Source: an optimization exercise on an open RTL-to-GDS flow (aim: a short achievable clock period and few clock cycles). Production flows keep margins and buffers that such runs may drop.
In this exercise RTL edits were held to simulation tests only and were not proved equivalent to the original.
No activity file was given, so power comes from the tool's default toggle rates.

==> v33: inputs <==
// cache
module cache (
  input  logic             clk_i,
  input  logic             reset_i,
  input  logic             v_i,
  input  logic             store_i,
  input  cache_pkg::addr_t addr_i,
  input  cache_pkg::word_t data_i,
  input  cache_pkg::mask_t mask_i,
  output logic             yumi_o,
  output cache_pkg::word_t data_o,
  output logic             v_o,
  input  logic             yumi_i,
  output logic             dma_pkt_v_o,
  output logic             dma_pkt_write_o,
  output cache_pkg::addr_t dma_pkt_addr_o,
  input  logic             dma_pkt_yumi_i,
  input  cache_pkg::word_t dma_data_i,
  input  logic             dma_data_v_i,
  output logic             dma_data_ready_o,
  output cache_pkg::word_t dma_data_o,
  output logic             dma_data_v_o,
  input  logic             dma_data_yumi_i
);
  localparam int QD = 8;    
  localparam int QW = 3;
  localparam int RW = 1 + 14 + 32 + 4;    
  localparam int EW = RW + 16;            
  logic          iq_v0, iq_v1;
  logic [EW-1:0] iq_e0, iq_e1;
  logic          yumi_r;
  logic          s1_v;
  logic          s1_go;
  logic [15:0] in_ohs;
  always_comb begin
    for (int i = 0; i < 16; i++) begin
      in_ohs[i] = (addr_i[7:4] == i);
    end
  end
  wire [EW-1:0] in_req  = {store_i, addr_i[15:2], data_i, mask_i, in_ohs};
  wire          push    = v_i & yumi_r;
  wire          s1_free = ~s1_v | s1_go;
  wire          pop     = s1_free & iq_v0;
  always_ff @(posedge clk_i) begin
    if (reset_i) begin
      iq_v0  <= 1'b0;
      iq_v1  <= 1'b0;
  ...
==> flow/config.mk <==
export PLATFORM = sky130hd
export DESIGN_NAME = cache
export DESIGN_NICKNAME = cache
export VERILOG_FILES = /design/flow/design.v
export SDC_FILE = /design/flow/constraint.sdc
export NUM_CORES = 4
export LEC_CHECK = 0
export ABC_CLOCK_PERIOD_IN_PS = 2500
export CAP_MARGIN = 20
export CORE_MARGIN = 2
export CORE_UTILIZATION = 40
export PLACE_DENSITY = 0.55
export SETUP_SLACK_MARGIN = 4.8
export SLEW_MARGIN = 20
==> flow/constraint.sdc <==
create_clock -name core_clock -period 8.0 [get_ports {clk_i}]
set_input_delay 1.6000 -clock core_clock [delete_from_list [all_inputs] [get_ports {clk_i}]]
set_output_delay 1.6000 -clock core_clock [all_outputs]
set_load 0.01 [all_outputs]
standard.sh (not shown) runs the stock make flow with config.mk's settings and CLKGATE_MAP_FILE= SYNTH_SCRIPT=/design/flow/synth_recipe.tcl, a recipe that flattens the netlist after the stock synthesis.
==> flow/flow/run.sh <==
#!/bin/bash
# The standard layout, with two changes. The port buffers are buf_4 cells
# (buffer_ports -buffer_cell) instead of the delay buffer it picks. And after
# global placement, each
# register that drives an output port is moved next to that port's buffer
# (flow/pull_io.tcl, run through ORFS's POST_GLOBAL_PLACE_TCL hook), so the
# long wire from the core to the pins comes before the register. Detailed
# placement legalizes it; everything else is the standard flow.
set -euo pipefail
here=$(pwd)
bash standard.sh synth > "$here/synth.log" 2>&1
bash standard.sh POST_GLOBAL_PLACE_TCL="$here/flow/pull_io.tcl" \
  BUFFER_PORTS_ARGS="-buffer_cell sky130_fd_sc_hd__buf_4" finish > "$here/layout.log" 2>&1
test -f "$here/out/final.def"
==> flow/flow/pull_io.tcl <==
# Pull the register that drives each output port next to the port's buffer,
# after global placement, so the long wire sits before the register rather
# than between the register and the port. Detailed placement legalizes later.
set block [ord::get_db_block]
set moved 0
foreach bterm [$block getBTerms] {
  if {[$bterm getIoType] != "OUTPUT"} { continue }
  set net [$bterm getNet]
  if {$net == "NULL"} { continue }
  set buf ""
  foreach iterm [$net getITerms] {
    if {[$iterm isOutputSignal]} { set buf [$iterm getInst] }
  }
  if {$buf == ""} { continue }
  set inet ""
  foreach iterm [$buf getITerms] {
    if {[$iterm isInputSignal] && [$iterm getNet] != "NULL"} { set inet [$iterm getNet] }
  }
  if {$inet == ""} { continue }
  set drv ""
  foreach iterm [$inet getITerms] {
    if {[$iterm isOutputSignal]} { set drv [$iterm getInst] }
  }
  if {$drv == ""} { continue }
  set m [[$drv getMaster] getName]
  if {![string match "*df*" $m]} { continue }
  set loc [$buf getLocation]
  $drv setLocation [lindex $loc 0] [lindex $loc 1]
  incr moved
}
puts "pull_io: moved $moved output registers next to their port buffers"
==> inputs of v2, as changes to v33 <==
--- a/flow/design.v
+++ b/flow/design.v
@@ -133,11 +133,12 @@
   logic        fw_slot;
   logic [3:0]  fw_sm;
   logic [31:0] fw_sd;
   logic        fw_resp;
   logic [QW-1:0] fw_ridx;
-  logic [127:0] fw_oh;
+  logic [15:0] fw_soh;    
+  logic [7:0]  fw_woh;    
   logic [31:0] fw_word;
   always_comb begin
     for (int b = 0; b < 4; b++) begin
       fw_word[8*b +: 8] = fw_sm[b] ? fw_sd[8*b +: 8] : fw_d[8*b +: 8];
     end
@@ -369,12 +370,12 @@
   wire wb_last  = wb_move & (cnt_r == 2'd3);
   wire fl_move  = rdy_r & dma_data_v_i;
   wire fin      = fl_move & (cnt_r == 2'd3);
   wire start_s1 = miss_go & (en_idle | (fin & ~nx_v));
   wire start_nx = fin & nx_v;
-  wire [3:0]   en_set = sl_set[en_ptr];
-  wire         en_way = sl_way[en_ptr];
+  logic [3:0]  en_set;    
+  logic        en_way;
   wire [127:0] en_wb  = sl_wb[en_ptr];
   wire [127:0] v_line = vict ? s1_l1 : s1_l0;
   wire       en_n    = start_s1 ? al_ptr : (start_nx ? ~en_ptr : en_ptr);
   wire       wbph_n  = start_s1 ? vdirty
                      : (start_nx ? sl_wbf[~en_ptr] : (wb_last ? 1'b0 : wbph));
@@ -411,10 +412,17 @@
         if (fin) rdy_r <= 1'b0;
       end
     end
   end
   always_ff @(posedge clk_i) begin
+    if (start_s1) begin
+      en_set <= s1_set;
+      en_way <= vict;
+    end else if (start_nx) begin
+      en_set <= sl_set[~en_ptr];
+      en_way <= sl_way[~en_ptr];
+    end
     en_ptr  <= en_n;
     wbph    <= wbph_n;
     cnt_r   <= cnt_n;
     pkt_w_r <= wbph_n & pkt_v_n;
     if (start_s1) begin
@@ -458,18 +466,21 @@
     end
   end
   always_ff @(posedge clk_i) begin
     if (reset_i) begin
       fw_v  <= 1'b0;
-      fw_oh <= '0;
+      fw_soh <= '0;
     end else begin
       fw_v <= fl_move;
-      for (int i = 0; i < 128; i++) begin
-        fw_oh[i] <= ({en_set, en_way, cnt_r} == i) & fl_move;
+      for (int i = 0; i < 16; i++) begin
+        fw_soh[i] <= (en_set == i) & fl_move;
       end
     end
     fw_d    <= dma_data_i;
+    for (int k = 0; k < 8; k++) begin
+      fw_woh[k] <= ({en_way, cnt_r} == k);
+    end
     fw_set  <= en_set;
     fw_way  <= en_way;
     fw_wd   <= cnt_r;
     fw_slot <= en_ptr;
     fw_sm   <= (sl_st[en_ptr] && sl_wd[en_ptr] == cnt_r) ? sl_sm[en_ptr] : 4'b0;
@@ -477,11 +488,11 @@
     fw_resp <= sl_ld[en_ptr] && sl_wd[en_ptr] == cnt_r;
     fw_ridx <= sl_ridx[en_ptr];
   end
   for (genvar gi = 0; gi < 128; gi++) begin : g_dw
     always_ff @(posedge clk_i) begin
-      if (fw_oh[gi]) begin
+      if (fw_soh[gi/8] && fw_woh[gi%8]) begin
         dmem[gi*32 +: 32] <= fw_word;
       end else if (st_we && s1_ohs[gi/8] && hway == gi[2] && s1_wd == gi%4) begin
         for (int b = 0; b < 4; b++) begin
           if (s1_m[b]) begin
             dmem[gi*32 + 8*b +: 8] <= s1_d[8*b +: 8];
==> flow/run.sh (new file) <==
#!/bin/bash
# synth_recipe.tcl (not shown) runs the flow's synth.tcl, then flattens the netlist and writes it again
# the make line also repeats each setting of config.mk as NAME=value (left out here)
make -C /OpenROAD-flow-scripts/flow DESIGN_CONFIG=/design/flow/config.mk WORK_HOME=/design/flow/orfs CLKGATE_MAP_FILE= SYNTH_SCRIPT=/design/flow/synth_recipe.tcl finish
removed: flow/flow/run.sh
removed: flow/flow/pull_io.tcl
removed: flow/standard.sh
==> inputs of v24, as changes to v33 <==
==> flow/run.sh (new file) <==
#!/bin/bash
# synth_recipe.tcl (not shown) runs the flow's synth.tcl, then flattens the netlist and writes it again
# the make line also repeats each setting of config.mk as NAME=value (left out here)
make -C /OpenROAD-flow-scripts/flow DESIGN_CONFIG=/design/flow/config.mk WORK_HOME=/design/flow/orfs CLKGATE_MAP_FILE= SYNTH_SCRIPT=/design/flow/synth_recipe.tcl finish
- CORE_UTILIZATION: 40 -> 45
- PLACE_DENSITY: 0.55 -> 0.6
removed: flow/flow/run.sh
removed: flow/flow/pull_io.tcl
removed: flow/standard.sh
==> comparison table <==
metric                                                                         v33              v24                        v2
Share of synthesized area spent on multiplexers                             0.0230           0.0230                    0.0300
Global routing met2 resource utilization                                     0.479            0.513                     0.503
Post-Route Utilization                                                       0.457            0.515                     0.466
R2r startpoint                                                      en_ptr$_DFF_P_  s1_h0$_DFFE_PN_        iq_e0[0]$_DFFE_PP_
Drt via density                                                               6.56             6.80                      6.57
Per-instance average area after synthesis                                 11.1 µm²         11.1 µm²                  10.9 µm²
Post-DP HPWL                                                                705 mm           667 mm                    735 mm
Routed wirelength normalized by instance count                             35.6 µm          35.4 µm                   38.1 µm
DP Area                                                                  0.279 mm²        0.278 mm²                 0.280 mm²
Global-route usage over all layers                                           0.326            0.356                     0.359
Total length of routed met3 wires                                           172 mm           184 mm                    201 mm
Post-synthesis instance total                                                24358            24358                     24402
Total die area                                                           0.681 mm²        0.606 mm²                 0.674 mm²
Seq group                                                                  38.9 mW          39.4 mW                   37.7 mW
Fraction of power consumed by the clock network                              0.332            0.329                     0.350
Slew of the pin with the lowest slew margin                                1.23 ns          1.33 ns                   1.86 ns
Fraction of the cycle the final worst path needs                             0.442            0.426                     0.447
Count of instances resized after the clock tree is built                       940             1429                      1105
Outcome                                                   finished with violations  no timing/DRC/antenna violations  finished with violations
Layout check failures                                           antenna violations                -       max-slew violations
Testbench counts of v33, summed over its fixed seeds: cycles 18,485.
Testbench counts of v2, summed over its fixed seeds: cycles 18,485.
Testbench counts of v24, summed over its fixed seeds: cycles 18,485.

[afterwards: timing with drivers on the ports]
Ports are ideal in the flow. The routed layouts listed here were re-timed in OpenROAD. Step 1 sets driving cells, clkbuf_16 on the clock port and buf_2 on the other inputs (assumed; they add their load-dependent delay and slew). Step 2, shift: input delay + t, output delay - t, t = (earliest + latest rising clock arrival at the registers) / 2. This alone moves slack from input paths to output paths. a / b / c = ideal ports / drivers / drivers and shift; a / b = the first two.
| run | t (ns) | setup slack, ns | worst setup path at the end | latest minus earliest clock arrival (ns) |
|---|---|---|---|---|
| v33 | 1.282 | 4.464 / 4.464 / 3.728 | input to register | 0.071 / 0.070 |
| v2 | 1.316 | 4.423 / 4.351 / 3.660 | input to register | 0.107 / 0.107 |
| v24 | 1.276 | 4.593 / 4.489 / 3.681 | input to register | 0.067 / 0.067 |
For v24, which loses most, drivers alone change the setup slack by -0.104 ns; drivers and shift together by -0.912 ns.
